Source: an optimization exercise on an open RTL-to-GDS flow (aim: small area). Production flows keep margins and buffers that such runs may drop.
Only simulation tests tie the RTL to the original design; equivalence was not proved.
No activity file was given, so power comes from the tool's default toggle rates.

$ cat flow/design.v
`timescale 1ns/100ps
module lockInTop (
    input  logic               clk,
    input  logic               rstN,
    input  logic        [15:0] divFast,
    input  logic        [15:0] divSlow,
    input  logic signed [15:0] sIn,
    output logic signed [5:0]  modSlope,
    output logic signed [25:0] modOut,
    output logic signed [15:0] demodF,
    output logic signed [15:0] demodFQ,
    output logic signed [15:0] demod2f,
    output logic signed [15:0] demod2fQ,
    output logic signed [15:0] demod3f,
    output logic signed [15:0] demod3fQ
);
    function automatic logic [15:0] rca16(input logic [15:0] a, input logic [15:0] b, input logic ci);
        logic c;
        c = ci;
        for (int k = 0; k < 16; k++) begin
            rca16[k] = a[k] ^ b[k] ^ c;
            c = (a[k] & b[k]) | (a[k] & c) | (b[k] & c);
        end
    endfunction
    function automatic logic [16:0] rca16c(input logic [15:0] a, input logic [15:0] b);
        logic c;
        c = 1'b0;
        for (int k = 0; k < 16; k++) begin
            rca16c[k] = a[k] ^ b[k] ^ c;
            c = (a[k] & b[k]) | (a[k] & c) | (b[k] & c);
        end
        rca16c[16] = c;
    endfunction
    function automatic logic [6:0] rca6(input logic [5:0] a, input logic [5:0] b);
        logic c;
        c = 1'b0;
        for (int k = 0; k < 6; k++) begin
            rca6[k] = a[k] ^ b[k] ^ c;
            c = (a[k] & b[k]) | (a[k] & c) | (b[k] & c);
        end
        rca6[6] = c;
    endfunction
    function automatic logic [15:0] inc16(input logic [15:0] a, input logic ci);
        logic c;
        c = ci;
        for (int k = 0; k < 16; k++) begin
            inc16[k] = a[k] ^ c;
            c = a[k] & c;
        end
    endfunction
    logic [15:0] fastCnt1, slowCnt1;
    logic        fastTick, slowTick;
    logic        fastWrap, slowWrap;
    assign fastWrap = (fastCnt1 == divFast);
    assign slowWrap = (slowCnt1 == divSlow);
    always_ff @(posedge clk or negedge rstN) begin
        if (!rstN) begin
            fastCnt1 <= 16'd1;
            slowCnt1 <= 16'd1;
            fastTick <= 1'b0;
            slowTick <= 1'b0;
        end else begin
            fastTick <= fastWrap;
            slowTick <= fastWrap && slowWrap;
            fastCnt1 <= fastWrap ? 16'd1 : inc16(fastCnt1, 1'b1);
            slowCnt1 <= (fastWrap && slowWrap) ? 16'd1 : inc16(slowCnt1, fastWrap);
        end
    end
    logic [3:0] l;
    logic [1:0] third;
    logic       half;
    logic       lWrap;
    assign lWrap = l[3] & l[0];    
    always_ff @(posedge clk or negedge rstN) begin
        if (!rstN) begin
            l     <= 4'd0;
            third <= 2'd3;
            half  <= 1'b0;
        end else if (slowTick) begin
            l <= lWrap ? 4'd0 : l + 4'd1;
            if (lWrap) begin
                third <= third[1] ? 2'd0 : third + 2'd1;
                half  <= half ^ third[1];
            end else if (third == 2'd3) begin
                third <= 2'd0;
            end
        end
    end
    logic z0, z1, z2, rst0, hOdd;
    logic lLe1, lLe3, lLe5, lLe7, lEq0, lEq1, lEq2, lEq4, lEq5, lEq6, lEq8, lEq9;
    assign z0   = third[0] ~^ third[1];        
    assign z1   = ~third[1] & third[0];
    assign z2   = third[1] & ~third[0];
    assign rst0 = third[1] & third[0];
    assign hOdd = half ^ z1;                   
    assign lLe1 = ~l[3] & ~l[2] & ~l[1];
    assign lLe3 = ~l[3] & ~l[2];
    assign lLe5 = ~l[3] & ~(l[2] & l[1]);
    assign lLe7 = ~l[3];
    assign lEq0 = (l == 4'd0);
    assign lEq1 = (l == 4'd1);
    assign lEq2 = (l == 4'd2);
    assign lEq4 = (l == 4'd4);
    assign lEq5 = (l == 4'd5);
    assign lEq6 = (l == 4'd6);
    assign lEq8 = (l == 4'd8);
    assign lEq9 = (l == 4'd9);
    logic [5:0] actW, negW, ldW, cpyW;
    assign actW[0] = (z0 & ~lLe3) | z1 | (z2 & lLe3);
    assign negW[0] = half;
    assign ldW[0]  = z0 & ~half & lEq4;
    assign cpyW[0] = half & z2 & lEq8;
    assign actW[1] = ~z1;
    assign negW[1] = half ^ z2;
    assign ldW[1]  = (half & z2 & lEq0) | rst0;
    assign cpyW[1] = half & z1 & lEq4;
    assign actW[2] = (z0 & ~lEq0) | (z1 & lLe1) | (z1 & ~lLe5) | (z2 & (lLe5 | lEq6));
    assign negW[2] = z2 | (z1 & ~lLe5);
    assign ldW[2]  = z0 & lEq1;
    assign cpyW[2] = z2 & lEq8;
    assign actW[3] = (z2 & ~(lLe3 & ~lEq4)) | (z0 & lLe5) | z1 | (z2 & lEq0);
    assign negW[3] = z1 | (z2 & lEq0);
    assign ldW[3]  = (z2 & lEq5) | rst0;
    assign cpyW[3] = z2 & lEq2;
    assign actW[4] = lLe7;
    assign negW[4] = hOdd;
    assign ldW[4]  = ~hOdd & lEq0;
    assign cpyW[4] = hOdd & lEq8;
    assign actW[5] = ~(lEq4 | lEq5);
    assign negW[5] = hOdd ^ ~lLe5;
    assign ldW[5]  = (hOdd & lEq6) | rst0;
    assign cpyW[5] = hOdd & lEq4;
    logic periodStart;
    assign periodStart = half & z2 & lEq9;
    logic signed [5:0] slope;
    always_comb begin
        case ({half, third, l})
            7'd0: slope = 6'sd12;
            7'd1: slope = 6'sd12;
            7'd2: slope = 6'sd12;
            7'd3: slope = 6'sd12;
            7'd4: slope = 6'sd11;
            7'd5: slope = 6'sd10;
            7'd6: slope = 6'sd9;
            7'd7: slope = 6'sd8;
            7'd8: slope = 6'sd7;
            7'd9: slope = 6'sd6;
            7'd10: slope = 6'sd6;
            7'd11: slope = 6'sd6;
            7'd12: slope = 6'sd6;
            7'd13: slope = 6'sd6;
            7'd14: slope = 6'sd6;
            7'd15: slope = 6'sd6;
            7'd16: slope = 6'sd5;
            7'd17: slope = 6'sd4;
            7'd18: slope = 6'sd3;
            7'd19: slope = 6'sd2;
            7'd20: slope = 6'sd0;
            7'd21: slope = -6'sd2;
            7'd22: slope = -6'sd3;
            7'd23: slope = -6'sd4;
            7'd24: slope = -6'sd5;
            7'd25: slope = -6'sd6;
            7'd26: slope = -6'sd6;
            7'd27: slope = -6'sd6;
            7'd28: slope = -6'sd6;
            7'd29: slope = -6'sd6;
            7'd30: slope = -6'sd6;
            7'd31: slope = -6'sd6;
            7'd32: slope = -6'sd7;
            7'd33: slope = -6'sd8;
            7'd34: slope = -6'sd9;
            7'd35: slope = -6'sd10;
            7'd36: slope = -6'sd11;
            7'd37: slope = -6'sd12;
            7'd38: slope = -6'sd12;
            7'd39: slope = -6'sd12;
            7'd40: slope = -6'sd12;
            7'd41: slope = -6'sd12;
            7'd42: slope = -6'sd12;
            7'd43: slope = -6'sd12;
            7'd44: slope = -6'sd12;
            7'd45: slope = -6'sd12;
            7'd46: slope = -6'sd12;
            7'd47: slope = -6'sd12;
            7'd48: slope = 6'sd0;
            7'd49: slope = 6'sd0;
            7'd50: slope = 6'sd0;
            7'd51: slope = 6'sd0;
            7'd52: slope = 6'sd0;
            7'd53: slope = 6'sd0;
            7'd54: slope = 6'sd0;
            7'd55: slope = 6'sd0;
            7'd56: slope = 6'sd0;
            7'd57: slope = 6'sd0;
            7'd58: slope = 6'sd0;
            7'd59: slope = 6'sd0;
            7'd60: slope = 6'sd0;
            7'd61: slope = 6'sd0;
            7'd62: slope = 6'sd0;
            7'd63: slope = 6'sd0;
            7'd64: slope = -6'sd12;
            7'd65: slope = -6'sd12;
            7'd66: slope = -6'sd12;
            7'd67: slope = -6'sd12;
            7'd68: slope = -6'sd11;
            7'd69: slope = -6'sd10;
            7'd70: slope = -6'sd9;
            7'd71: slope = -6'sd8;
            7'd72: slope = -6'sd7;
            7'd73: slope = -6'sd6;
            7'd74: slope = -6'sd6;
            7'd75: slope = -6'sd6;
            7'd76: slope = -6'sd6;
            7'd77: slope = -6'sd6;
            7'd78: slope = -6'sd6;
            7'd79: slope = -6'sd6;
            7'd80: slope = -6'sd5;
            7'd81: slope = -6'sd4;
            7'd82: slope = -6'sd3;
            7'd83: slope = -6'sd2;
            7'd84: slope = 6'sd0;
            7'd85: slope = 6'sd2;
            7'd86: slope = 6'sd3;
            7'd87: slope = 6'sd4;
            7'd88: slope = 6'sd5;
            7'd89: slope = 6'sd6;
            7'd90: slope = 6'sd6;
            7'd91: slope = 6'sd6;
            7'd92: slope = 6'sd6;
            7'd93: slope = 6'sd6;
            7'd94: slope = 6'sd6;
            7'd95: slope = 6'sd6;
            7'd96: slope = 6'sd7;
            7'd97: slope = 6'sd8;
            7'd98: slope = 6'sd9;
            7'd99: slope = 6'sd10;
            7'd100: slope = 6'sd11;
            7'd101: slope = 6'sd12;
            7'd102: slope = 6'sd12;
            7'd103: slope = 6'sd12;
            7'd104: slope = 6'sd12;
            7'd105: slope = 6'sd12;
            7'd106: slope = 6'sd12;
            7'd107: slope = 6'sd12;
            7'd108: slope = 6'sd12;
            7'd109: slope = 6'sd12;
            7'd110: slope = 6'sd12;
            7'd111: slope = 6'sd12;
            7'd112: slope = 6'sd0;
            7'd113: slope = 6'sd0;
            7'd114: slope = 6'sd0;
            7'd115: slope = 6'sd0;
            7'd116: slope = 6'sd0;
            7'd117: slope = 6'sd0;
            7'd118: slope = 6'sd0;
            7'd119: slope = 6'sd0;
            7'd120: slope = 6'sd0;
            7'd121: slope = 6'sd0;
            7'd122: slope = 6'sd0;
            7'd123: slope = 6'sd0;
            7'd124: slope = 6'sd0;
            7'd125: slope = 6'sd0;
            7'd126: slope = 6'sd0;
            7'd127: slope = 6'sd0;
            default: slope = 6'sd0;
        endcase
    end
    assign modSlope = slope;
    logic        reload;
    logic [5:0]  slopeG;
    logic [6:0]  lowSum;
    logic        upInc, upDec;
    logic [19:0] upper;
    logic [18:0] sixDiv;
    logic        t;
    assign reload = fastTick && periodStart;
    assign slopeG = fastTick ? slope : 6'd0;
    assign lowSum = rca6(modOut[5:0], slopeG);
    assign upInc  = lowSum[6] && !slopeG[5];
    assign upDec  = slopeG[5] && !lowSum[6];
    always_comb begin
        t = upInc || upDec;
        for (int k = 0; k < 20; k++) begin
            upper[k] = modOut[6 + k] ^ t;
            t = t & (modOut[6 + k] ^ upDec);
        end
    end
    assign sixDiv = {rca16c(divSlow, {1'b0, divSlow[15:1]}), divSlow[0], 1'b0};
    always_ff @(posedge clk or negedge rstN) begin
        if (!rstN) modOut <= '0;
        else       modOut <= reload ? {7'd0, sixDiv} : {upper, lowSum[5:0]};
    end
    logic [15:0] acc [6];
    logic [15:0] dout [6];
    for (genvar i = 0; i < 6; i++) begin : g_ch
        logic        addE, subE;
        logic [15:0] x, a;
        assign addE = slowTick && actW[i] && !negW[i];
        assign subE = slowTick && actW[i] && negW[i];
        assign x = ~((sIn & {16{subE}}) | (~sIn & {16{addE}}));
        assign a = (slowTick && ldW[i]) ? 16'd0 : acc[i];
        always_ff @(posedge clk) acc[i] <= rca16(a, x, !addE);
        always_ff @(posedge clk or negedge rstN) begin
            if (!rstN) dout[i] <= '0;
            else if (slowTick && cpyW[i]) dout[i] <= acc[i];
        end
    end
    assign demodF   = dout[0];
    assign demodFQ  = dout[1];
    assign demod2f  = dout[2];
    assign demod2fQ = dout[3];
    assign demod3f  = dout[4];
    assign demod3fQ = dout[5];
endmodule
$ cat flow/flow/run.sh
#!/bin/bash
# The standard layout (standard.sh), with two changes to how it is built:
#  - the port buffers are plain buf_1 cells (every port still gets its buffer);
#  - clock tree synthesis uses small clock buffers and larger sink clusters.
export BUFFER_PORTS_ARGS="-buffer_cell sky130_fd_sc_hd__buf_1"
if [[ -f flow/cts_args.txt ]]; then
  export CTS_ARGS="$(cat flow/cts_args.txt)"
fi
bash standard.sh > standard.log 2>&1
$ cat flow/flow/cts_args.txt
-sink_clustering_enable -repair_clock_nets -dont_use_dummy_load -buf_list {sky130_fd_sc_hd__clkbuf_8} -root_buf sky130_fd_sc_hd__clkbuf_8
$ cat flow/standard.sh
#!/bin/bash
# synth_recipe.tcl (not shown) runs the flow's synth.tcl, then flattens the netlist and writes it again
# the make line also repeats each setting of config.mk as NAME=value (left out here)
make -C /OpenROAD-flow-scripts/flow DESIGN_CONFIG=/design/flow/config.mk WORK_HOME=/design/flow/orfs CLKGATE_MAP_FILE= SYNTH_SCRIPT=/design/flow/synth_recipe.tcl "${@:-finish}"
$ cat flow/config.mk
export PLATFORM = sky130hd
export DESIGN_NAME = lockInTop
export DESIGN_NICKNAME = lockInTop
export VERILOG_FILES = /design/flow/design.v
export SDC_FILE = /design/flow/constraint.sdc
export NUM_CORES = 4
export LEC_CHECK = 0
export ABC_AREA = 1
export CAP_MARGIN = 20
export CORE_MARGIN = 2
export CORE_UTILIZATION = 40
export SLEW_MARGIN = 20
$ cat flow/constraint.sdc
create_clock -name core_clock -period 10.0 [get_ports {clk}]
set_input_delay 2.0000 -clock core_clock [delete_from_list [all_inputs] [get_ports {clk}]]
set_output_delay 2.0000 -clock core_clock [all_outputs]
set_load 0.01 [all_outputs]
==> results of run 1 <==
==> worst max-delay path, stage by stage (launching register included) <==
cell	delay [ns]
dfstp_2	0.60
clkinv_1	0.11
ha_1	0.28
ha_1	0.34
inv_1	0.10
xor2_1	0.17
nand2_1	0.07
inv_1	0.31
o21ai_0	0.21
fa_1	0.49
fa_1	0.47
fa_1	0.46
fa_1	0.46
fa_1	0.46
fa_1	0.47
fa_1	0.46
fa_1	0.46
fa_1	0.46
fa_1	0.46
fa_1	0.47
fa_1	0.47
fa_1	0.46
fa_1	0.47
fa_1	0.45
xnor2_1	0.20
xnor2_1	0.14
==> layout make-up <==
type | count | area [um2] | area share [%]
Multi-Input combinational cell | 1024 | 6990 | 44.0
Antenna cell | 1 | 2.50 | 0.0158
Sequential cell | 259 | 6010 | 37.8
Timing Repair Buffer | 203 | 875 | 5.51
Clock buffer | 46 | 633 | 3.99
Tap cell | 455 | 569 | 3.59
Inverter | 215 | 807 | 5.08
==> worst min-delay path by stage <==
stage | startpoint | end | cells past startpoint
5_1_grt | acc[1][10]$_DFF_P_ | dout[1][10]$_DFFE_PN0P_ | 2
3_3_place_gp | acc[4][1]$_DFF_P_ | dout[4][1]$_DFFE_PN0P_ | 2
3_5_place_dp | acc[5][4]$_DFF_P_ | dout[5][4]$_DFFE_PN0P_ | 2
6_report | acc[2][5]$_DFF_P_ | dout[2][5]$_DFFE_PN0P_ | 2
4_1_cts | acc[2][5]$_DFF_P_ | dout[2][5]$_DFFE_PN0P_ | 2
2_1_floorplan | acc[1][0]$_DFF_P_ | dout[1][0]$_DFFE_PN0P_ | 2
==> logic make-up (layout without fill, tap and decap cells) <==
logic type      after synthesis  in the layout  share of synthesized area, %
simple gates                551            551                          16.5
buf+inv                     267            464                          7.66
compound gates              259            259                          9.82
flops                       259            259                          42.8
fa+ha+maj                   157            157                          19.7
xor+xnor                     52             52                          3.24
mux                           5              5                         0.401
other cells                   0              1                             0
==> power by group <==
group | leakage (nW) | internal [mW] | total, mW | switching (mW)
Combinational | 4.21 | 0.315 | 0.785 | 0.470
Clock | 0.331 | 0.404 | 0.793 | 0.390
Sequential | 2.98 | 1.27 | 1.33 | 0.0603
==> per-stage QoR <==
stage                     worst slack (ns)  power [mW]  instances
final                                0.490        2.91       2203
after global placement              0.0988        2.12       2154
after floorplan                      0.554        1.91       1550
after detailed placement            0.0133        2.16       2155
after CTS                            0.458        2.98       2201
after global routing                0.0187        3.16       2203
==> sequential cells by signal, summed over array words and instances, names as in the netlist <==
| register | cells |
|---|---|
| fastCnt1 | 16 |
| fastTick | 1 |
| slowTick | 1 |
| third | 2 |
| dout | 96 |
| slowCnt1 | 16 |
| modOut | 26 |
| l | 4 |
| acc | 96 |
| half | 1 |
==> placed cells by master (no fill, tap or decap), types with 8 or more instances in the layout <==
cell      instances
or2_2             8
nand3_1          30
fa_1            106
xnor2_1          30
nor3_1            8
nand2_1         227
dfxtp_1          96
nand4_1           9
buf_1           176
nor2_1          239
a21oi_1          90
inv_1           207
ha_1             51
xor2_1           22
dfrtp_1         159
o21ai_0         143
buf_4            24
clkbuf_8         46
==> per-layer routing <==
metal | GRT usage, % | routed length (um) | vias up
met5 | 0 | 0 | -
met4 | 6.21 | 927 | 0
met3 | 4.55 | 2240 | 60
met2 | 29.3 | 14800 | 267
met1 | 24.4 | 14500 | 4811
li1 | - | - | 5215
==> summary.txt, run 1 <==
Post-CTS sizing -> 0
Die Ht -> 191 um
Worst Setup EP -> acc[5][15]$_DFF_P_
Run status -> timing/DRC/antenna clean
Crit Reg-Reg Endpoint -> acc[5][15]$_DFF_P_
Initial antenna violation count -> 1
Placeable Area -> 34500 um2
Worst clock skew -> 0.0700 ns
Critical path startpoint category -> register
Post CTS Setup Buffer Count -> 0
CP endpoint kind -> register
Hpwl dp -> 24.4 mm
Fill count -> 3451
R2R setup slack -> 0.49 ns
Placer congestion estimate -> 0.888
Fmax -> 105 MHz
FF-to-FF Start -> third[1]$_DFFE_PN1P_
Drt via density -> 4.70
CP Data Arrival Time -> 10.03 ns
Placed cell area -> 15200 um2
Count leader, synth -> nor2_1
Final min period -> 9.51 ns
Area grow syn2layout -> 13.1%
Kind of critical path -> register to register
Cell taking the most area after synthesis -> dfrtp_1
DR iter-0 viols -> 568
Clk pin slew, worst setup/hold paths -> 0.05 ns
Setup TNS -> 0 ns
Clock Tree Root -> clkbuf_8
Final instance area -> 15900 um2
First-pass GRT wire length -> 52.9 mm
Total wire length -> 32.4 mm
Max-slew violations -> 0
Ports -> 178
CTS Buf Count -> 46
Setup crit start -> third[1]$_DFFE_PN1P_
Die ar. -> 36600 um2
# hold bufs at CTS -> 0
Top FF cell, synth -> dfrtp_1
Maximum VDD drop -> 0.0908 mV
IO buf count -> 177
CTS tree -> built
First-pass DRT Iterations -> 6
Max-cap viol count -> 0
Die X -> 191 um
CP Max Fanout -> 16
Wirelength per Cell -> 14.7 um
Final worst path period share -> 95.1%
Top post-synthesis cells by area -> dfrtp_1, fa_1, dfxtp_1
GR Util All Layers -> 18.3%
Area share of the largest cell type after synthesis -> 28.3%
Async set-reset flop share out of synthesis -> 62.9%
Yosys cell types -> 51
Post-Syn Area -> 14000 um2
#FFs+latches synth -> 259
Synth cell count leaders -> nor2_1, nand2_1, inv_1
Final setup fails -> 0
Worst-Margin Slew -> 0.956 ns
Post-synth EDFFs -> 0
Final Hold Slack -> 0.414 ns
Layout cells sized above 1 -> 7.10%
Core Rows -> 68
Clk Latency, worst-skew pair -> 0.60 ns
Leakage -> 7.53 nW
Clock Path Buffers -> 3
CTS sink cnt -> 259
Slew HR -> 36.3%
Grt ovf -> 0
Worst Hold Class -> register to register
Avg Synthesized Cell Area -> 9.06 um2
Mapped Cells -> 1550
Starting Density -> 40.7%
Finished Core Util -> 46.0%
Syn_nets -> 1757
Synthesis warning total -> 3
Routed Antenna Nets -> 0
Vias in the first global route -> 10346
Sequential share of the synthesized area -> 42.8%
FF-to-FF path depth -> 25
Pwr Density -> 183 nW/um2
DRC -> 0
RSZ-0062 raised after global routing -> no
Vias after detailed routing -> 10353
Layout Nets -> 1956
Largest net degree at the start of global routing -> 70
Final hold viol count -> 0
H-tree depth -> 2
Worst Path Required -> 10.52 ns
==> run 2, diff against run 1 <==
==> flow/flow/cts_args.txt (replaced) <==
-sink_clustering_enable -repair_clock_nets -dont_use_dummy_load -buf_list {sky130_fd_sc_hd__clkbuf_8} -root_buf sky130_fd_sc_hd__clkbuf_8 -sink_clustering_size 16 -sink_clustering_max_diameter 60
==> run 2 against run 1 <==
Effect of this change:
- setup slack better by 0.087 ns
- area after synthesis unchanged
- global-route usage decreased by 0.19 points
- first-iteration DRC count down 7.0%
- routed wire length down 0.47%
- largest cell class unchanged
- largest power group unchanged
==> summary.txt, run 2 <==
Met1 usage -> 24.5%
Die X -> 191 um
GR Util met3 -> 4.20%
Post-Syn Area -> 14000 um2
CP endpoint kind -> register
Hpwl dp -> 24.4 mm
Cell taking the most area after synthesis -> dfrtp_1
Layout Nets -> 1939
DR iter-0 viols -> 528
Post-synth EDFFs -> 0
Wirelength per Cell -> 14.7 um
Clock Path Buffers -> 3
Top cell by count, worst path -> fa_1
Grt ovf -> 0
Pint -> 1.84 mW
NetSw -> 886 uW
Final worst path period share -> 94.2%
Initial antenna violation count -> 1
Async set-reset flop share out of synthesis -> 62.9%
CTS tree -> built
H-tree depth -> 1
First-pass GRT wire length -> 52.6 mm
Max-cap viol count -> 0
Final Hold Slack -> 0.415 ns
Worst Path Buf+Inv -> 3
Mapped Cells -> 1550
Synthesis warning total -> 3
DRC -> 0
Syn_nets -> 1757
CP Depth -> 25
Count leader, synth -> nor2_1
Placer congestion estimate -> 0.888
Routed Antenna Nets -> 0
Setup TNS -> 0 ns
Clock Tree Root -> clkbuf_8
Multi-input gate area -> 6990 um2
Top post-synthesis cells by area -> dfrtp_1, fa_1, dfxtp_1
Seq pwr share -> 48.8%
Area share of the largest cell type after synthesis -> 28.3%
Critical path startpoint category -> register
Top FF cell, synth -> dfrtp_1
Max incr delay on CP -> 0.60 ns
Most frequent cells in the layout -> nor2_1, nand2_1, inv_1, buf_1, dfrtp_1
FF-to-FF path depth -> 25
Hold Crit Depth -> 2
Largest net degree at the start of global routing -> 70
Vias in the first global route -> 10178
Yosys cell types -> 51
Final hold viol count -> 0
Avg Synthesized Cell Area -> 9.06 um2
Worst clock skew -> 0.0702 ns
CTS Buf Count -> 29
CTS sink cnt -> 259
Layout cells sized above 1 -> 6.24%
Clk pin slew, worst setup/hold paths -> 0.09 ns
Clock Power Share -> 22.4%
Worst Hold Class -> register to register
RSZ-0062 raised after global routing -> no
Fmax -> 106 MHz
Pwr Density -> 174 nW/um2
Biggest regs -> acc: 96 flops, dout: 96 flops, modOut: 26 flops
Area grow syn2layout -> 11.4%
Slew HR -> 36.3%
Hold path startpoint -> acc[4][11]$_DFF_P_
Total wire length -> 32.3 mm
Finished Core Util -> 45.3%
Clk Latency, worst-skew pair -> 0.62 ns
Kind of critical path -> register to register
Crit Reg-Reg Endpoint -> acc[5][15]$_DFF_P_
Final min period -> 9.42 ns
Placeable Area -> 34500 um2
First-pass DRT Iterations -> 6
Met2 Use GR -> 29.3%
Synth cell count leaders -> nor2_1, nand2_1, inv_1
CP Data Arrival Time -> 9.97 ns
Switching Share -> 32.5%
Maximum VDD drop -> 0.0976 mV
Worst hold endpoint -> dout[4][11]$_DFFE_PN0P_
Run status -> timing/DRC/antenna clean
Fill count -> 3446
Ports -> 178
R2R setup slack -> 0.58 ns
Final setup fails -> 0
Max-slew violations -> 0
Total power -> 2.73 mW
Comb power frac -> 28.8%
Starting Density -> 40.7%
Top Usage Layer GRT -> met2
Die ar. -> 36600 um2
Leakage -> 7.39 nW
#FFs+latches synth -> 259
Core Rows -> 68
IO buf count -> 177
CP Max Fanout -> 16
Worst-Margin Slew -> 0.955 ns
Most common cell after layout, fill and taps aside -> nor2_1
Vias after detailed routing -> 10269
Worst Path Required -> 10.54 ns
Drt via density -> 4.70
GR Util All Layers -> 18.2%
Storage element area -> 6010 um2
Sequential share of the synthesized area -> 42.8%
Die Ht -> 191 um
CP top delay family -> adder cells
FF-to-FF Start -> third[1]$_DFFE_PN1P_
Slowest-stage cell, CP -> dfstp_2
[run 2: through the flow]
step                      cell area (um2)  cells  setup WS, ns
after floorplan                     14000   1550         0.554
after global placement              15200   2154        0.0988
after detailed placement            15200   2155        0.0133
after CTS                           15600   2184         0.437
after global routing                15600   2186        0.0887
final                               15700   2187         0.577
[run 2: repair_timing]
action	CTS	global route
endpoints found under the setup margin	0	1
hold buffers	0	0
buffers inserted	0	0
gates resized for setup	0	1
[run 2: power by group through the flow]
stage / Clock (mW) / Sequential (mW) / Combinational, mW
2_1_floorplan: 0 / 1.34 / 0.571
3_3_place_gp: 0 / 1.35 / 0.773
3_5_place_dp: 0 / 1.35 / 0.807
4_1_cts: 0.642 / 1.33 / 0.814
5_1_grt: 0.679 / 1.35 / 0.941
6_report: 0.610 / 1.33 / 0.787
[run 2: worst max-delay path by stage]
stage / start / to / slack, ns
2_1_floorplan: third[1]$_DFFE_PN1P_ / acc[4][15]$_DFF_P_ / 0.55
3_3_place_gp: sIn[0] / acc[4][15]$_DFF_P_ / 0.1
3_5_place_dp: sIn[0] / acc[5][15]$_DFF_P_ / 0.01
4_1_cts: third[1]$_DFFE_PN1P_ / acc[5][15]$_DFF_P_ / 0.44
5_1_grt: third[1]$_DFFE_PN1P_ / acc[2][15]$_DFF_P_ / 0.09
6_report: third[1]$_DFFE_PN1P_ / acc[5][15]$_DFF_P_ / 0.58
[run 2: tightest hold or removal path, delay by kind of cell, from the launching register on]
family | cells | cell delay [ns]
DFF | 1 | 0.29
buffers and inverters | 1 | 0.06
AOI/OAI and AO/OA | 1 | 0.06
[run 2: cells by family (layout without fill, tap and decap cells)]
family | count (synthesis) | count (layout) | share of synthesized area [%]
and+or+nand+nor | 551 | 551 | 16.5
buffers and inverters | 267 | 447 | 7.66
AOI/OAI and AO/OA | 259 | 259 | 9.82
DFF | 259 | 259 | 42.8
adders and majority gates | 157 | 157 | 19.7
xor gates and xnor gates | 52 | 52 | 3.24
muxes | 5 | 5 | 0.401
other | 0 | 2 | 0
[run 2: final cells by class]
class | instances | area share, %
clock buffers | 29 | 2.55
repair buffers | 203 | 5.59
diodes | 2 | 0.0320
flip-flops and latches | 259 | 38.4
inverters | 215 | 5.18
well taps | 455 | 3.64
multi-input cells | 1024 | 44.6
[run 2: per-layer routing]
layer | wire, um | vias to the layer above
met5 | 0 | -
met1 | 14500 | 4780
li1 | - | 5181
met2 | 14700 | 252
met3 | 2120 | 56
met4 | 903 | 0
==> run 3, diff against run 2 <==
--- a/flow/config.mk
+++ b/flow/config.mk
@@ -10,3 +10,4 @@
 export CORE_MARGIN = 2
 export CORE_UTILIZATION = 40
+export GPL_TIMING_DRIVEN = 0
 export SLEW_MARGIN = 20
==> run 3 against run 2 <==
Effect of this change:
- cell area increased by 1.1%
- utilization increased by 0.49 points
- sequential power about the same
- global-route usage increased by 0.29 points
- worst hold slack improved by 0.0087 ns
- critical path depth decreased by 4
- fmax decreased by 2.5%
- critical path type is now input pin to register
==> summary.txt, run 3 <==
Seq pwr share -> 49.5%
Kind of critical path -> input pin to register
Multi-input gate area -> 6990 um2
CP endpoint kind -> register
Die ar. -> 36600 um2
Final min period -> 9.67 ns
Synth cell count leaders -> nor2_1, nand2_1, inv_1
Core Rows -> 68
Worst-Margin Slew -> 0.683 ns
Placed cell area -> 15400 um2
Area share of the largest cell type after synthesis -> 28.3%
Run status -> timing/DRC/antenna clean
Area grow syn2layout -> 12.6%
Max-slew violations -> 0
Yosys cell types -> 51
Setup WS pre-CTS -> -0.258 ns
Storage element area -> 6010 um2
Final hold viol count -> 0
CP Data Arrival Time -> 10.14 ns
Initial antenna violation count -> 1
First-pass GRT wire length -> 53.5 mm
Largest net degree at the start of global routing -> 33
Max-cap viol count -> 0
H-tree depth -> 1
CTS Buf Count -> 28
Final instance area -> 15800 um2
Worst Path Required -> 10.47 ns
IO buf count -> 176
Die Ht -> 191 um
Total power -> 2.69 mW
Clock Path Buffers -> 3
Async set-reset flop share out of synthesis -> 62.9%
Sequential share of the synthesized area -> 42.8%
Die X -> 191 um
Clk pin slew, worst setup/hold paths -> 0.09 ns
Post-Syn Area -> 14000 um2
Final instance count without filler cells -> 2216
NetSw -> 859 uW
Pwr Density -> 170 nW/um2
Setup TNS -> 0 ns
DR iter-0 viols -> 545
Post-synth EDFFs -> 0
Cell taking the most area after synthesis -> dfrtp_1
Slew HR -> 54.4%
Routed Antenna Nets -> 0
GR Util All Layers -> 18.4%
Switching Share -> 31.9%
Final worst slack -> 0.334 ns
Placer congestion estimate -> 0.908
Total wire length -> 32.8 mm
Mapped Cells -> 1550
Vias after detailed routing -> 10427
Syn_nets -> 1757
Leakage -> 7.50 nW
Count leader, synth -> nor2_1
Layout Nets -> 1969
Hpwl dp -> 25.7 mm
Final setup fails -> 0
Starting Density -> 40.7%
Critical path startpoint category -> input pin
CP Max Fanout -> 7
Grt ovf -> 0
Avg Synthesized Cell Area -> 9.06 um2
Clock Power Share -> 22.1%
DRC -> 0
Placed insts -> 2186
Synthesis warning total -> 3
Layout cells sized above 1 -> 7.22%
Top post-synthesis cells by area -> dfrtp_1, fa_1, dfxtp_1
Maximum VDD drop -> 0.0885 mV
CTS sink cnt -> 259
Placeable Area -> 34500 um2
Finished Core Util -> 45.8%
#FFs+latches synth -> 259
Top FF cell, synth -> dfrtp_1
Final Hold Slack -> 0.423 ns
CTS tree -> built
Wirelength per Cell -> 14.8 um
First-pass DRT Iterations -> 5
Pint -> 1.83 mW
Fill count -> 3464
Final worst path period share -> 96.7%
Most common cell after layout, fill and taps aside -> nor2_1
Biggest regs -> acc: 96 flops, dout: 96 flops, modOut: 26 flops
Worst Hold Class -> register to register
Comb power frac -> 28.4%
Clock Tree Root -> clkbuf_8
Vias in the first global route -> 10323
Drt via density -> 4.71
Ports -> 178
Clk Latency, worst-skew pair -> 0.59 ns
Fmax -> 103 MHz
Most frequent cells in the layout -> nor2_1, nand2_1, inv_1, buf_1, dfrtp_1
Worst clock skew -> 0.0399 ns
[run 3: cell families after synthesis]
kind of cell,synth area share (%)
XOR/XNOR,3.24
AND/OR/NAND/NOR,16.5
AO/OA/AOI/OAI,9.82
flip-flops,42.8
multiplexers,0.401
buffers and inverters,7.66
adder cells (fa/ha/maj),19.7
[run 3: critical path, stage by stage]
cell,delay [ns]
buf_1,0.34
inv_1,0.25
nand2_1,0.11
o21ai_0,0.14
fa_1,0.48
fa_1,0.46
fa_1,0.48
fa_1,0.47
fa_1,0.46
fa_1,0.46
fa_1,0.47
fa_1,0.48
fa_1,0.46
fa_1,0.46
fa_1,0.46
fa_1,0.47
fa_1,0.47
fa_1,0.47
fa_1,0.45
xor2_1,0.18
xnor2_1,0.13
[run 3: worst paths after layout]
| check | depth (start not counted) | end | from | slack (ns) |
|---|---|---|---|---|
| max | 21 | acc[4][15]$_DFF_P_ | sIn[0] | 0.33 |
| min | 2 | dout[0][11]$_DFFE_PN0P_ | acc[0][11]$_DFF_P_ | 0.42 |
| max reg2reg | 25 | acc[4][15]$_DFF_P_ | third[1]$_DFFE_PN1P_ | 0.41 |
| min reg2reg | 2 | dout[0][11]$_DFFE_PN0P_ | acc[0][11]$_DFF_P_ | 0.42 |
| max in group asynchronous | 3 | fastCnt1[0]$_DFF_PN1_ | rstN | 7.63 |
| min in group asynchronous | 1 | dout[3][9]$_DFFE_PN0P_ | rstN | 1.44 |
[run 3: layout make-up]
class,count,share of cell area [%]
flip-flops and latches,259,38.0
inverters,215,5.15
diodes,1,0.0158
plain buffers,51,1.72
repair buffers,183,4.91
multi-input cells,1024,44.2
well taps,455,3.60
clock buffers,28,2.44
[run 3: timing repair]
item	4_1_cts	5_1_grt
hold buffers	0	0
endpoints found under the setup margin	3	8
hold endpoints to repair	0	0
buffers inserted	0	2
pin swaps	0	1
gates resized for setup	4	12
[run 3: layer usage]
metal | up-vias | global-route usage, % | part of all wire, %
li1 | 5242 | - | -
met5 | - | 0 | 0
met2 | 262 | 30.4 | 47
met3 | 59 | 3.86 | 6.6
met4 | 0 | 5.50 | 3.0
met1 | 4864 | 24.5 | 43
[run 3: power groups by stage]
stage	Sequential (mW)	Clock, mW	Combinational [mW]
floorplan	1.34	0	0.571
global placement	1.35	0	0.735
detailed placement	1.35	0	0.786
CTS	1.33	0.625	0.792
global route	1.35	0.661	0.924
finish	1.33	0.594	0.765
==> run 4, diff against run 3 <==
--- a/flow/config.mk
+++ b/flow/config.mk
@@ -7,7 +7,6 @@
 export LEC_CHECK = 0
 export ABC_AREA = 1
-export CAP_MARGIN = 20
+export CAP_MARGIN = 0
 export CORE_MARGIN = 2
 export CORE_UTILIZATION = 40
-export GPL_TIMING_DRIVEN = 0
-export SLEW_MARGIN = 20
+export SLEW_MARGIN = 0
==> run 4 against run 3 <==
Effect of this change:
- flip-flop and latch count stayed put
- count of clock-buffer cells in the layout is 1 lower
- largest cell class unchanged
- critical endpoint is now acc[5][15]$_DFF_P_
- non-clock buffer count decreased by 33
- routed wire length down 2.1%
- critical path depth grew 4
- die area unchanged
- setup slack improved by 0.22 ns
==> summary.txt, run 4 <==
Cell taking the most area after synthesis -> dfrtp_1
CTS Buf Count -> 27
Switching Share -> 32.5%
Final instance area -> 15600 um2
Post-Syn Area -> 14000 um2
Comb power frac -> 29.0%
Routed Antenna Nets -> 0
Worst Path Required -> 10.51 ns
Final hold viol count -> 0
Grt ovf -> 0
CTS sink cnt -> 259
Seq pwr share -> 49.3%
Die ar. -> 36600 um2
Total wire length -> 32.1 mm
Worst Hold Class -> register to register
Pwr Density -> 173 nW/um2
Layout Nets -> 1935
Synth cell count leaders -> nor2_1, nand2_1, inv_1
Final worst path period share -> 94.5%
#FFs+latches synth -> 259
CP Max Fanout -> 16
Post CTS Setup Buffer Count -> 0
Clock Power Share -> 21.7%
Pint -> 1.83 mW
Ports -> 178
Setup WS pre-CTS -> 0.0308 ns
Setup TNS -> 0 ns
Placeable Area -> 34500 um2
Placer congestion estimate -> 0.888
Synthesis warning total -> 3
Placed cell area -> 15200 um2
Most frequent cells in the layout -> nor2_1, nand2_1, inv_1, buf_1, dfrtp_1
GR Util All Layers -> 18.1%
Starting Density -> 40.7%
Maximum VDD drop -> 0.112 mV
Vias in the first global route -> 10173
Final min period -> 9.45 ns
Syn_nets -> 1757
Clk pin slew, worst setup/hold paths -> 0.10 ns
Worst clock skew -> 0.0399 ns
Hpwl dp -> 24.5 mm
Fill count -> 3466
FF-to-FF Start -> third[1]$_DFFE_PN1P_
Drt via density -> 4.68
Async set-reset flop share out of synthesis -> 62.9%
CP Data Arrival Time -> 9.96 ns
Setup crit start -> third[1]$_DFFE_PN1P_
CP endpoint kind -> register
Top FF cell, synth -> dfrtp_1
H-tree depth -> 1
Max-slew violations -> 0
Wirelength per Cell -> 14.7 um
Die Ht -> 191 um
Final setup fails -> 0
Clock Path Buffers -> 3
N_diodes -> 0
Initial antenna violation count -> 0
Die X -> 191 um
Clk Latency, worst-skew pair -> 0.59 ns
Final instance count without filler cells -> 2181
First-pass DRT Iterations -> 5
Area grow syn2layout -> 10.9%
Vias after detailed routing -> 10210
Critical path startpoint category -> register
Clock Tree Root -> clkbuf_8
Mapped Cells -> 1550
Area share of the largest cell type after synthesis -> 28.3%
RSZ-0062 raised after global routing -> no
CTS tree -> built
Top post-synthesis cells by area -> dfrtp_1, fa_1, dfxtp_1
Count leader, synth -> nor2_1
Slew HR -> 23.5%
Hold Crit Depth -> 2
Fmax -> 106 MHz
Kind of critical path -> register to register
Placed insts -> 2154
IO buf count -> 177
R2R setup slack -> 0.55 ns
Most common cell after layout, fill and taps aside -> nor2_1
Avg Synthesized Cell Area -> 9.06 um2
Largest net degree at the start of global routing -> 70
DR iter-0 viols -> 505
Sequential share of the synthesized area -> 42.8%
Final worst slack -> 0.549 ns
Max-cap viol count -> 0
Biggest regs -> acc: 96 flops, dout: 96 flops, modOut: 26 flops
First-pass GRT wire length -> 52.6 mm
DRC -> 0
FF-to-FF path depth -> 25
Post-synth EDFFs -> 0
Leakage -> 7.37 nW
Worst-Margin Slew -> 1.15 ns
Final Hold Slack -> 0.412 ns
Hold path startpoint -> acc[4][11]$_DFF_P_
Layout cells sized above 1 -> 6.03%
Finished Core Util -> 45.1%
Run status -> timing/DRC/antenna clean
Core Rows -> 68
Total power -> 2.70 mW
NetSw -> 877 uW
Yosys cell types -> 51
run 4: final cells by class:
class / instances / area [um2] / area share (%)
tap: 455 / 569 / 3.65
sequential: 259 / 6010 / 38.5
clock buffer: 27 / 372 / 2.38
inverter: 215 / 811 / 5.20
multi-input combinational: 1024 / 6980 / 44.8
timing repair buffer: 201 / 848 / 5.44
run 4: critical path, cell delays in order (launching register included):
cell        delay (ns)
dfstp_2           0.62
clkinv_1          0.11
ha_1              0.28
ha_1              0.34
inv_1             0.09
xor2_1            0.17
nand2_1           0.11
clkinvlp_4        0.20
o21ai_0           0.14
fa_1              0.47
fa_1              0.47
fa_1              0.46
fa_1              0.46
fa_1              0.46
fa_1              0.47
fa_1              0.46
fa_1              0.46
fa_1              0.46
fa_1              0.46
fa_1              0.47
fa_1              0.48
fa_1              0.46
fa_1              0.47
fa_1              0.45
xnor2_1           0.20
xnor2_1           0.14
run 4: logic make-up (layout without fill, tap and decap cells):
family                   Yosys count  after routing  share of synthesized area (%)
multiplexers                       5              5                          0.401
AND/OR/NAND/NOR                  551            551                           16.5
XOR/XNOR                          52             52                           3.24
flip-flops                       259            259                           42.8
AO/OA/AOI/OAI                    259            259                           9.82
buffers and inverters            267            443                           7.66
adder cells (fa/ha/maj)          157            157                           19.7
run 4: what timing repair did:
item | CTS | global route
hold buffers | 0 | 0
endpoints found under the setup margin | 0 | 1
gates resized for setup | 0 | 1
run 4: worst paths after layout:
kind,to
worst max-delay path,acc[5][15]$_DFF_P_
worst min-delay path,dout[4][11]$_DFFE_PN0P_
worst max register to register,acc[5][15]$_DFF_P_
worst min register to register,dout[4][11]$_DFFE_PN0P_
max in group asynchronous,modOut[13]$_DFF_PN0_
min in group asynchronous,dout[1][5]$_DFFE_PN0P_
run 4: power by group through the flow:
stage	registers, mW	clock network, mW	logic [mW]
6_report	1.33	0.587	0.784
5_1_grt	1.35	0.655	0.941
4_1_cts	1.33	0.620	0.813
3_5_place_dp	1.35	0	0.807
3_3_place_gp	1.35	0	0.773
2_1_floorplan	1.34	0	0.571
run 4: routing by layer:
metal  track usage [%]  share of wire [%]  vias up
met3              4.31                5.8       50
li1                  -                  -     5173
met1              24.2                 46     4794
met2              29.4                 46      193
met5                 0                  0        -
met4              4.85                2.5        0
==> run 5, diff against run 4 <==
--- a/flow/design.v
+++ b/flow/design.v
@@ -274,5 +274,5 @@
     logic [19:0] upper;
     logic [18:0] sixDiv;
-    logic        t;
+    logic        p1, p0;
     assign reload = fastTick && periodStart;
     assign slopeG = fastTick ? slope : 6'd0;
@@ -281,8 +281,10 @@
     assign upDec  = slopeG[5] && !lowSum[6];
     always_comb begin
-        t = upInc || upDec;
+        p1 = 1'b1;
+        p0 = 1'b1;
         for (int k = 0; k < 20; k++) begin
-            upper[k] = modOut[6 + k] ^ t;
-            t = t & (modOut[6 + k] ^ upDec);
+            upper[k] = modOut[6 + k] ^ ((upInc & p1) | (upDec & p0));
+            p1 = p1 & modOut[6 + k];
+            p0 = p0 & ~modOut[6 + k];
         end
     end
==> flow/flow/run.sh (replaced) <==
#!/bin/bash
# The standard layout (standard.sh), with these changes to how it is built:
#  - synthesis is the standard flow's own script, with an area-oriented ABC mapping script
#    (flow/synth_wrap.tcl, flow/abc_area_map.script); flip-flops are mapped as before;
#  - the port buffers are plain buf_1 cells (every port still gets its buffer);
#  - clock tree synthesis uses small clock buffers (flow/cts_args.txt).
set -euo pipefail
here="$(pwd)"
export BUFFER_PORTS_ARGS="-buffer_cell sky130_fd_sc_hd__buf_1"
export CTS_ARGS="$(cat flow/cts_args.txt)"
export MY_ABC_SCRIPT="$here/flow/abc_area_map.script"
export FLOW_SYNTH_TCL="$here/synth_recipe.tcl"
sed "s|SYNTH_SCRIPT=[^ ]*|SYNTH_SCRIPT=$here/flow/synth_wrap.tcl|" standard.sh > my_standard.sh
bash my_standard.sh > standard.log 2>&1
==> flow/flow/abc_area_map.script (new file) <==
strash
dch -f
amap
topo
==> flow/flow/cts_args.txt (replaced) <==
-sink_clustering_enable -repair_clock_nets -dont_use_dummy_load -buf_list {sky130_fd_sc_hd__clkbuf_4 sky130_fd_sc_hd__clkbuf_8} -root_buf sky130_fd_sc_hd__clkbuf_8 -sink_clustering_buffer sky130_fd_sc_hd__clkbuf_4 -sink_clustering_size 12 -sink_clustering_max_diameter 50
==> flow/flow/synth_wrap.tcl (new file) <==
# The standard flow's synthesis script (synth_recipe.tcl), with one change: the ABC mapping step
# uses flow/abc_area_map.script (area-oriented amap) instead of ORFS's ABC script.
# Everything before and after ABC, flip-flop mapping included, is unchanged.
proc abc {args} {
  set i [lsearch $args -script]
  if {$i >= 0} {
    lset args [expr {$i + 1}] $::env(MY_ABC_SCRIPT)
  }
  puts "synth_wrap: abc $args"
  yosys abc {*}$args
}
source $::env(FLOW_SYNTH_TCL)
==> run 5 against run 4 <==
Effect of this change:
- critical path depth up 1
- largest power group unchanged
- cell count shrank 15%
- non-clock buffer count is 4 higher
- via count decreased by 4.7%
- highest routed layer unchanged
==> summary.txt, run 5 <==
Post-Syn Area -> 13100 um2
Synthesis warning total -> 3
Post-synthesis simple-gate area fraction -> 12.4%
Clk pin slew, worst setup/hold paths -> 0.11 ns
FF-to-FF path depth -> 26
Drt via density -> 5.28
CP endpoint kind -> register
Final worst slack -> 0.515 ns
Final min period -> 9.49 ns
Run status -> timing/DRC/antenna clean
Finished Core Util -> 45.9%
Clk Latency, worst-skew pair -> 0.55 ns
Placer congestion estimate -> 0.866
Placed insts -> 1809
First-pass DRT Iterations -> 6
DRC -> 0
CP Max Fanout -> 16
Clock Path Buffers -> 3
Top post-synthesis cells by area -> dfrtp_1, fa_1, dfxtp_1
Most common cell after layout, fill and taps aside -> buf_1
Fill count -> 3135
Worst hold endpoint -> dout[3][8]$_DFFE_PN0P_
# hold bufs at CTS -> 0
CTS Buf Count -> 34
Post-synthesis adder-cell area fraction -> 21.1%
Vias after detailed routing -> 9726
Final setup fails -> 0
Grt ovf -> 0
Total wire length -> 32.6 mm
Layout cells sized above 1 -> 5.28%
FF-to-FF Start -> third[1]$_DFFE_PN1P_
Maximum VDD drop -> 0.106 mV
Die ar. -> 34200 um2
CP Depth -> 26
Top FF cell, synth -> dfrtp_1
Clock Tree Root -> clkbuf_8
Largest family of logic cells by synthesized area -> adder cells
Storage element area -> 6010 um2
CP Data Arrival Time -> 9.98 ns
Compound-Gate Fraction of Synth Area -> 17.6%
Top cell by count, worst path -> fa_1
Post-synth EDFFs -> 0
First-pass GRT wire length -> 52.8 mm
#FFs+latches synth -> 259
Pwr Density -> 168 nW/um2
Area share of the largest cell type after synthesis -> 30.3%
Hold Crit Depth -> 1
Synth Area in XOR/XNOR -> 0.668%
Avg Synthesized Cell Area -> 11.3 um2
Final worst path period share -> 94.9%
Initial antenna violation count -> 0
RSZ-0062 raised after global routing -> no
CTS tree -> built
Cell taking the most area after synthesis -> dfrtp_1
Syn_nets -> 1371
Hpwl dp -> 25.1 mm
Mux cell area share after synthesis -> 0%
Final hold viol count -> 0
Routed Antenna Nets -> 0
Max-slew violations -> 0
Final instance count without filler cells -> 1843
Layout Nets -> 1611
Async set-reset flop share out of synthesis -> 62.9%
Setup TNS -> 0 ns
Worst Path Buf+Inv -> 3
Post-CTS sizing -> 0
Ports -> 178
Leakage -> 6.14 nW
Largest net degree at the start of global routing -> 66
GR Util All Layers -> 19.6%
Die X -> 185 um
Kind of critical path -> register to register
DR iter-0 viols -> 555
Worst-Margin Slew -> 1.02 ns
Mapped Cells -> 1163
Post CTS Setup Buffer Count -> 0
Max-cap viol count -> 0
Wirelength per Cell -> 17.7 um
Vias in the first global route -> 9827
Final Hold Slack -> 0.434 ns
Slowest-stage cell, CP -> dfstp_2
H-tree depth -> 2
Worst clock skew -> 0.0864 ns
CP top delay family -> adder cells
Count leader, synth -> dfrtp_1
Die Ht -> 185 um
Yosys cell types -> 43
Biggest regs -> acc: 96 flops, dout: 96 flops, modOut: 26 flops
Core Rows -> 66
Worst Hold Class -> register to register
Sequential share of the synthesized area -> 45.8%
Multi-input gate area -> 6830 um2
Synth cell count leaders -> dfrtp_1, nor2b_1, o22a_1
R2R setup slack -> 0.51 ns
Critical path startpoint category -> register
Area grow syn2layout -> 13.3%
Starting Density -> 40.5%
Slew HR -> 31.5%
CTS sink cnt -> 259
Fmax -> 105 MHz
IO buf count -> 177
Setup WS pre-CTS -> 0.0859 ns
Placeable Area -> 32400 um2
N_diodes -> 0
Worst Path Required -> 10.49 ns
Max incr delay on CP -> 0.61 ns
Hold path startpoint -> acc[3][8]$_DFF_P_
Crit Reg-Reg Endpoint -> acc[5][15]$_DFF_P_
Most frequent cells in the layout -> buf_1, dfrtp_1, nor2b_1, o22a_1, fa_1
-- run 5: logic make-up (layout without fill, tap and decap cells) --
group / count (synthesis) / in the layout
AND/OR/NAND/NOR: 323 / 323
AO/OA/AOI/OAI: 331 / 331
flip-flops: 259 / 259
XOR/XNOR: 10 / 10
buffers and inverters: 82 / 320
adder cells (fa/ha/maj): 158 / 158
-- run 5: how the worst max path moves through the flow --
stage | slack (ns) | endpoint | start
floorplan | 0.15 | acc[4][15]$_DFF_P_ | third[1]$_DFFE_PN1P_
global placement | 0.18 | acc[3][15]$_DFF_P_ | sIn[0]
detailed placement | 0.09 | acc[3][15]$_DFF_P_ | sIn[0]
CTS | 0.50 | acc[5][15]$_DFF_P_ | third[1]$_DFFE_PN1P_
global route | 0.02 | acc[5][15]$_DFF_P_ | third[1]$_DFFE_PN1P_
finish | 0.51 | acc[5][15]$_DFF_P_ | third[1]$_DFFE_PN1P_
-- run 5: per-stage QoR --
stage                     power (mW)  instance area [um2]
final                           2.50                14900
after global routing            2.70                14900
after CTS                       2.54                14900
after detailed placement        2.01                14600
after global placement          2.00                14600
after floorplan                 1.79                13100
-- run 5: cell type report --
cell class	count	area share, %
multi-input combinational	822	46.0
sequential	259	40.4
timing repair buffer	205	5.91
tap	442	3.72
inverter	81	2.05
clock buffer	34	1.93
-- run 5: where the power goes --
group / leakage, nW / internal (mW) / switching [mW] / total, mW
combinational: 2.93 / 0.296 / 0.304 / 0.600
clock: 0.169 / 0.181 / 0.335 / 0.515
sequential: 3.03 / 1.25 / 0.130 / 1.39
total: 6.14 / 1.73 / 0.769 / 2.50
-- run 5: metal layers --
metal  vias up  track usage [%]  part of all wire (%)
met3        55             3.89                   6.2
met4         0             5.21                   2.3
met2       265             30.9                    46
met5         -                0                     0
li1       4630                -                     -
met1      4776             27.7                    46
==> run 6, diff against run 5 <==
--- a/flow/design.v
+++ b/flow/design.v
@@ -274,5 +274,5 @@
     logic [19:0] upper;
     logic [18:0] sixDiv;
-    logic        p1, p0;
+    logic        t;
     assign reload = fastTick && periodStart;
     assign slopeG = fastTick ? slope : 6'd0;
@@ -281,10 +281,8 @@
     assign upDec  = slopeG[5] && !lowSum[6];
     always_comb begin
-        p1 = 1'b1;
-        p0 = 1'b1;
+        t = upInc || upDec;
         for (int k = 0; k < 20; k++) begin
-            upper[k] = modOut[6 + k] ^ ((upInc & p1) | (upDec & p0));
-            p1 = p1 & modOut[6 + k];
-            p0 = p0 & ~modOut[6 + k];
+            upper[k] = modOut[6 + k] ^ t;
+            t = t & (modOut[6 + k] ^ upDec);
         end
     end
@@ -294,17 +292,18 @@
         else       modOut <= reload ? {7'd0, sixDiv} : {upper, lowSum[5:0]};
     end
-    logic [15:0] acc [6];
+    logic [15:0] accN [6];
     logic [15:0] dout [6];
     for (genvar i = 0; i < 6; i++) begin : g_ch
-        logic        addE, subE;
-        logic [15:0] x, a;
+        logic        addE, subE, ldE;
+        logic [15:0] xc, an;
         assign addE = slowTick && actW[i] && !negW[i];
         assign subE = slowTick && actW[i] && negW[i];
-        assign x = ~((sIn & {16{subE}}) | (~sIn & {16{addE}}));
-        assign a = (slowTick && ldW[i]) ? 16'd0 : acc[i];
-        always_ff @(posedge clk) acc[i] <= rca16(a, x, !addE);
+        assign ldE  = slowTick && ldW[i];
+        assign xc = (sIn & {16{subE}}) | (~sIn & {16{addE}});
+        assign an = accN[i] | {16{ldE}};
+        always_ff @(posedge clk) accN[i] <= rca16(an, xc, addE);
         always_ff @(posedge clk or negedge rstN) begin
             if (!rstN) dout[i] <= '0;
-            else if (slowTick && cpyW[i]) dout[i] <= acc[i];
+            else if (slowTick && cpyW[i]) dout[i] <= ~accN[i];
         end
     end
==> flow/flow/cts_args.txt (replaced) <==
-sink_clustering_enable -repair_clock_nets -dont_use_dummy_load -buf_list {sky130_fd_sc_hd__clkbuf_8} -root_buf sky130_fd_sc_hd__clkbuf_8 -sink_clustering_size 16 -sink_clustering_max_diameter 60
--- a/flow/config.mk
+++ b/flow/config.mk
@@ -10,3 +10,4 @@
 export CORE_MARGIN = 2
 export CORE_UTILIZATION = 40
+export GPL_TIMING_DRIVEN = 0
 export SLEW_MARGIN = 0
==> run 6 against run 5 <==
Effect of this change:
- sequential power shrank 19%
- global-route usage shrank 0.31 points
- critical path depth grew 4
- combinational power shrank 75%
- register-to-register slack lost 0.09 ns
- critical path type unchanged
- largest power group unchanged
==> summary.txt, run 6 <==
Hpwl dp -> 24.1 mm
Top FF cell, synth -> dfrtp_1
Final setup fails -> 0
Top post-synthesis cells by area -> dfrtp_1, fa_1, dfxtp_1
FF-to-FF Start -> l[0]$_DFFE_PN0P_
Count leader, synth -> nor2_1
Die ar. -> 34000 um2
Top cell by count, worst path -> fa_1
Total power -> 1.88 mW
Worst clock skew -> 0.0665 ns
CTS sink cnt -> 259
R2R setup slack -> 0.42 ns
Syn_nets -> 1431
IO buf count -> 177
Yosys cell types -> 40
Layout Nets -> 1660
Avg Synthesized Cell Area -> 10.6 um2
Clock Path Buffers -> 3
GR Util All Layers -> 19.3%
Routed Antenna Nets -> 0
Final worst slack -> 0.421 ns
Vias in the first global route -> 9727
Area share of the largest cell type after synthesis -> 30.6%
Final min period -> 9.58 ns
Synthesis warning total -> 3
Kind of critical path -> register to register
Synth cell count leaders -> nor2_1, dfrtp_1, a21oi_1
Setup crit start -> l[0]$_DFFE_PN0P_
Total wire length -> 31.7 mm
Cell taking the most area after synthesis -> dfrtp_1
H-tree depth -> 1
First-pass GRT wire length -> 52.2 mm
Max-cap viol count -> 0
Maximum VDD drop -> 0.0931 mV
RSZ-0062 raised after global routing -> yes
Pwr Density -> 126 nW/um2
Crit Reg-Reg Endpoint -> accN[2][15]$_DFF_P_
Placeable Area -> 32300 um2
Ports -> 178
Worst Setup EP -> accN[2][15]$_DFF_P_
#FFs+latches synth -> 259
Critical path startpoint category -> register
DRC -> 0
Mapped Cells -> 1224
Die X -> 184 um
Worst-Margin Slew -> 1.09 ns
Max-slew violations -> 0
CTS Buf Count -> 28
Worst Path Required -> 10.47 ns
Initial antenna violation count -> 2
Leakage -> 6.31 nW
CP endpoint kind -> register
DR iter-0 viols -> 500
Async set-reset flop share out of synthesis -> 62.9%
First-pass DRT Iterations -> 7
Worst Hold Class -> register to register
Run status -> timing/DRC/antenna clean
Setup WS pre-CTS -> -0.266 ns
Placer congestion estimate -> 0.872
CP Max Fanout -> 7
Layout cells sized above 1 -> 5.10%
Vias after detailed routing -> 9700
Die Ht -> 184 um
FF-to-FF path depth -> 30
# hold bufs at CTS -> 0
Post-Syn Area -> 13000 um2
Clk pin slew, worst setup/hold paths -> 0.09 ns
Slew HR -> 27.4%
Slowest-stage cell, CP -> fa_1
Most common cell after layout, fill and taps aside -> buf_1
Grt ovf -> 0
Post-synth EDFFs -> 0
Wirelength per Cell -> 16.7 um
Biggest regs -> accN: 96 flops, dout: 96 flops, modOut: 26 flops
Fill count -> 3131
Clock Tree Root -> clkbuf_8
Final Hold Slack -> 0.383 ns
Final worst path period share -> 95.8%
Max incr delay on CP -> 0.49 ns
Sequential share of the synthesized area -> 46.2%
Most frequent cells in the layout -> buf_1, nor2_1, dfrtp_1, a21oi_1, o22ai_1
Drt via density -> 5.12
Starting Density -> 40.3%
CP Data Arrival Time -> 10.04 ns
Clk Latency, worst-skew pair -> 0.60 ns
Fmax -> 104 MHz
Core Rows -> 66
Largest net degree at the start of global routing -> 41
Final hold viol count -> 0
Area grow syn2layout -> 14.9%
CTS tree -> built
-- run 6: changes by cell type after synthesis, moves of 5 or more --
cell / delta
nor2b_1: -97
o22a_1: -95
or2_0: +85
nor2_1: +68
a21oi_1: +62
o22ai_1: +22
clkinv_1: +12
o21ai_0: +6
o221ai_1: +6
nand2_1: -5
nor3_1: +5
-- run 6: routing by layer --
layer | vias to the layer above | track usage, % | wire length [um]
li1 | 4686 | - | -
met1 | 4726 | 26.0 | 13800
met2 | 248 | 32.6 | 15600
met3 | 40 | 3.44 | 1760
met4 | 0 | 4.13 | 563
met5 | - | 0 | 0
-- run 6: repair_timing --
| item | CTS | global route |
|---|---|---|
| endpoints found under the setup margin | 1 | 7 |
| resized for setup | 1 | 7 |
| buffers inserted | 0 | 8 |
-- run 6: how the worst min path moves through the flow --
stage,from,to,slack (ns),depth (start not counted)
4_1_cts,accN[2][0]$_DFF_P_,dout[2][0]$_DFFE_PN0P_,0.37,1
2_1_floorplan,accN[0][0]$_DFF_P_,dout[0][0]$_DFFE_PN0P_,0.39,1
5_1_grt,accN[2][0]$_DFF_P_,dout[2][0]$_DFFE_PN0P_,0.40,1
3_3_place_gp,accN[2][1]$_DFF_P_,dout[2][1]$_DFFE_PN0P_,0.40,1
6_report,accN[2][0]$_DFF_P_,dout[2][0]$_DFFE_PN0P_,0.38,1
3_5_place_dp,accN[0][4]$_DFF_P_,dout[0][4]$_DFFE_PN0P_,0.41,1
-- run 6: cells by family (layout without fill, tap and decap cells) --
family	count (synthesis)	count (layout)	share of synthesized area, %
compound gates	329	329	15.2
xor+xnor	12	12	0.808
fa+ha+maj	157	157	21.3
buf+inv	94	321	2.74
flops	259	259	46.2
other cells	0	2	0
simple gates	373	373	13.7
-- run 6: cell type report --
type                    count  area, um2  share of cell area, %
multi-input cells         871       6720                   44.9
flip-flops and latches    259       6010                   40.2
repair buffers            199        922                   6.17
well taps                 442        553                   3.70
clock buffers              28        385                   2.58
inverters                  93        353                   2.36
plain buffers               1       7.51                 0.0502
diodes                      2       5.00                 0.0335
-- run 6: report_power, final --
part | total, mW | internal, mW | leakage [nW] | switching (mW)
registers | 1.13 | 1.10 | 3.01 | 0.0328
logic | 0.148 | 0.0625 | 3.10 | 0.0857
clock network | 0.604 | 0.248 | 0.201 | 0.356
-- run 6: critical path, delay by kind of cell, from the launching register on --
family / cells / cell delay [ns]
AO/OA/AOI/OAI: 4 / 0.60
adder cells (fa/ha/maj): 16 / 7.20
buffers and inverters: 4 / 0.54
flip-flops: 1 / 0.44
AND/OR/NAND/NOR: 6 / 0.71
-- run 6: through the flow --
step           util, %  std cells  setup TNS, ns  instance area, um2
2_1_floorplan        -       1224              0               13000
3_3_place_gp      44.1       1843        -204.26               14200
3_5_place_dp      44.8       1857         -0.266               14500
4_1_cts           46.0       1885              0               14900
5_1_grt           46.3       1893         -0.101               14900
6_report          46.3       1895              0               14900
==> run 7, diff against run 6 <==
--- a/flow/config.mk
+++ b/flow/config.mk
@@ -10,4 +10,3 @@
 export CORE_MARGIN = 2
 export CORE_UTILIZATION = 40
-export GPL_TIMING_DRIVEN = 0
 export SLEW_MARGIN = 0
==> run 7 against run 6 <==
Effect of this change:
- still clean on timing, DRC and antenna
- highest routed layer unchanged
- count of clock-buffer cells in the layout is 1 lower
- synthesized cell count unchanged
- routed wire length decreased by 3.7%
- fmax rose by 1.8%
- global-route usage decreased by 0.71 points
- clock power shrank 3%
- worst hold slack gained 0.013 ns
- largest power group unchanged
- combinational power fell by 3%
- first-iteration DRC count decreased by 17%
- non-clock buffer count is the same
==> summary.txt, run 7 <==
First-pass DRT Iterations -> 7
Starting Density -> 40.3%
Kind of critical path -> register to register
CTS tree -> built
Slew HR -> 23.1%
Synth Area in XOR/XNOR -> 0.808%
Biggest regs -> accN: 96 flops, dout: 96 flops, modOut: 26 flops
Leakage -> 6.29 nW
Worst hold endpoint -> dout[0][2]$_DFFE_PN0P_
Maximum VDD drop -> 0.0856 mV
Largest family of logic cells by synthesized area -> adder cells
Wirelength per Cell -> 16.1 um
Met1 usage -> 24.9%
Placeable Area -> 32300 um2
Die Ht -> 184 um
Hpwl dp -> 23.4 mm
Final worst path period share -> 94.1%
CP endpoint kind -> register
Area share of the largest cell type after synthesis -> 30.6%
Hold Crit Depth -> 1
Final min period -> 9.41 ns
Routed Antenna Nets -> 0
Worst-Margin Slew -> 1.15 ns
DR iter-0 viols -> 416
H-tree depth -> 1
Clock Path Buffers -> 3
Fmax -> 106 MHz
Avg Synthesized Cell Area -> 10.6 um2
Most common cell after layout, fill and taps aside -> buf_1
Sequential share of the synthesized area -> 46.2%
FF-to-FF path depth -> 26
CTS Buf Count -> 27
RSZ-0062 raised after global routing -> no
Mux cell area share after synthesis -> 0%
Ports -> 178
Largest net degree at the start of global routing -> 61
DRC -> 0
Post-synth EDFFs -> 0
# hold bufs at CTS -> 0
Final Hold Slack -> 0.397 ns
Total wire length -> 30.6 mm
Hold path startpoint -> accN[0][2]$_DFF_P_
Vias in the first global route -> 9724
Met2 Use GR -> 31.4%
Async set-reset flop share out of synthesis -> 62.9%
Most frequent cells in the layout -> buf_1, nor2_1, dfrtp_1, a21oi_1, o22ai_1
Crit Reg-Reg Endpoint -> accN[2][15]$_DFF_P_
R2R setup slack -> 0.59 ns
GR Util All Layers -> 18.6%
CP Data Arrival Time -> 9.87 ns
Pwr Density -> 126 nW/um2
#FFs+latches synth -> 259
Worst Hold Class -> register to register
Yosys cell types -> 40
Count leader, synth -> nor2_1
Top Usage Layer GRT -> met2
Core Rows -> 66
Final setup fails -> 0
Worst Path Required -> 10.46 ns
Max-slew violations -> 0
Layout cells sized above 1 -> 4.55%
Clock Tree Root -> clkbuf_8
Post-Syn Area -> 13000 um2
Die X -> 184 um
Area grow syn2layout -> 13.8%
FF-to-FF Start -> third[0]$_DFFE_PN1P_
Clk pin slew, worst setup/hold paths -> 0.09 ns
Final hold viol count -> 0
CTS sink cnt -> 259
Critical path startpoint category -> register
Vias after detailed routing -> 9627
Compound-Gate Fraction of Synth Area -> 15.2%
Syn_nets -> 1431
Clk Latency, worst-skew pair -> 0.60 ns
Run status -> timing/DRC/antenna clean
Initial antenna violation count -> 2
Placer congestion estimate -> 0.859
Top FF cell, synth -> dfrtp_1
Grt ovf -> 0
Mapped Cells -> 1224
Die ar. -> 34000 um2
Layout Nets -> 1659
Fill count -> 3152
Post-synthesis adder-cell area fraction -> 21.3%
Post-synthesis simple-gate area fraction -> 13.7%
Max-cap viol count -> 0
Top post-synthesis cells by area -> dfrtp_1, fa_1, dfxtp_1
IO buf count -> 177
Setup TNS -> 0 ns
Worst clock skew -> 0.0858 ns
GR Util met3 -> 3.73%
CP Max Fanout -> 10
Cell taking the most area after synthesis -> dfrtp_1
First-pass GRT wire length -> 50.7 mm
Drt via density -> 5.08
Synthesis warning total -> 3
Synth cell count leaders -> nor2_1, dfrtp_1, a21oi_1
-- run 7: cell counts after synthesis --
Identical to the previous run, type by type.
-- run 7: cells by family (layout without fill, tap and decap cells) --
kind of cell,Yosys count,after routing
DFF,259,259
buffers and inverters,94,320
AOI/OAI and AO/OA,329,329
and+or+nand+nor,373,373
xor gates and xnor gates,12,12
other,0,2
adders and majority gates,157,157
-- run 7: power breakdown --
part	internal [mW]	total (mW)	switching (mW)	leakage (nW)
Sequential	1.10	1.13	0.0349	3.01
Clock	0.239	0.588	0.349	0.194
Combinational	0.0600	0.144	0.0836	3.08
Total	1.39	1.86	0.468	6.29
-- run 7: metal layers --
metal  wire (um)  vias up
met5           0        -
met4         538        0
met3        1730       39
met2       14800      222
met1       13500     4645
li1            -     4721
-- run 7: critical path, stage by stage (launching register included) --
cell	delay (ns)
dfstp_2	0.64
clkinv_1	0.25
ha_1	0.35
clkinv_1	0.10
nor2_1	0.05
o41ai_2	0.41
o21bai_1	0.20
o22ai_1	0.13
fa_1	0.49
fa_1	0.46
fa_1	0.46
fa_1	0.46
fa_1	0.46
fa_1	0.46
fa_1	0.46
fa_1	0.46
fa_1	0.46
fa_1	0.45
fa_1	0.46
fa_1	0.47
fa_1	0.47
fa_1	0.46
fa_1	0.45
nor2_1	0.11
a21oi_1	0.05
nand2_1	0.06
o21ai_0	0.07
-- run 7: layout make-up --
type | instances | area, um2 | area share [%]
sequential | 259 | 6010 | 40.6
clock buffer | 27 | 372 | 2.51
tap | 442 | 553 | 3.74
antenna | 2 | 5.00 | 0.0338
timing repair buffer | 200 | 841 | 5.68
multi-input combinational | 871 | 6670 | 45.1
inverter | 93 | 353 | 2.38
-- run 7: worst max-delay path by stage --
stage	start	slack [ns]	to
floorplan	sIn[0]	0.62	accN[2][15]$_DFF_P_
global placement	sIn[0]	0.20	accN[2][15]$_DFF_P_
detailed placement	sIn[0]	0.1	accN[2][15]$_DFF_P_
CTS	l[0]$_DFFE_PN0P_	0.38	accN[2][15]$_DFF_P_
global route	third[1]$_DFFE_PN1P_	0.005	accN[2][15]$_DFF_P_
finish	third[0]$_DFFE_PN1P_	0.59	accN[2][15]$_DFF_P_
-- run 7: through the flow --
stage	utilization (%)	area (um2)	cells	power (mW)	setup slack [ns]
floorplan	-	13000	1224	1.23	0.615
global placement	44.6	14400	1865	1.29	0.196
detailed placement	44.6	14400	1865	1.30	0.0991
CTS	45.8	14800	1892	1.89	0.383
global route	45.8	14800	1892	1.96	0.00463
finish	45.9	14800	1894	1.86	0.593
-- run 7: timing repair --
item | 4_1_cts | 5_1_grt
setup buffers | 0 | 0
gates resized for setup | 0 | 5
endpoints found under the setup margin | 0 | 1

==> what the ideal ports hide <==
Ports are ideal in the flow. The routed layouts listed here were re-timed in OpenROAD. Step 1 assumes that a clkbuf_16 drives the clock port and a buf_2 every other input. Step 2 times the ports against the registers' clock, not the clock port: input delays grow and output delays shrink by t, the midpoint of the rising clock arrivals with the driver on. Slacks: ideal / step 1 / step 2; pairs: ideal / step 1.
| run | t, ns | setup slack, ns | hold slack, ns | worst slew at a driven data input, ns | cell pins on the clock port's net |
|---|---|---|---|---|---|
| run 1 | 0.605 | 0.490 / 0.490 / -0.019 | 0.414 / 0.414 / 0.414 | 0.07 | 1 |
| run 2 | 0.635 | 0.577 / 0.577 / 0.015 | 0.415 / 0.415 / 0.415 | 0.08 | 1 |
| run 3 | 0.616 | 0.334 / 0.336 / -0.280 | 0.423 / 0.423 / 0.423 | 0.07 | 1 |
| run 4 | 0.619 | 0.549 / 0.549 / 0.014 | 0.412 / 0.412 / 0.412 | 0.08 | 1 |
| run 5 | 0.554 | 0.515 / 0.515 / 0.110 | 0.434 / 0.434 / 0.434 | 0.06 | 1 |
| run 6 | 0.614 | 0.421 / 0.421 / 0.049 | 0.383 / 0.383 / 0.383 | 0.07 | 1 |
| run 7 | 0.602 | 0.593 / 0.592 / 0.200 | 0.397 / 0.397 / 0.397 | 0.07 | 1 |
Met with ideal ports but missed after step 2: setup timing in run 1 and run 3. The setup slack of run 3, which loses most, moves by +0.002 ns with the drivers and by -0.614 ns with both steps.
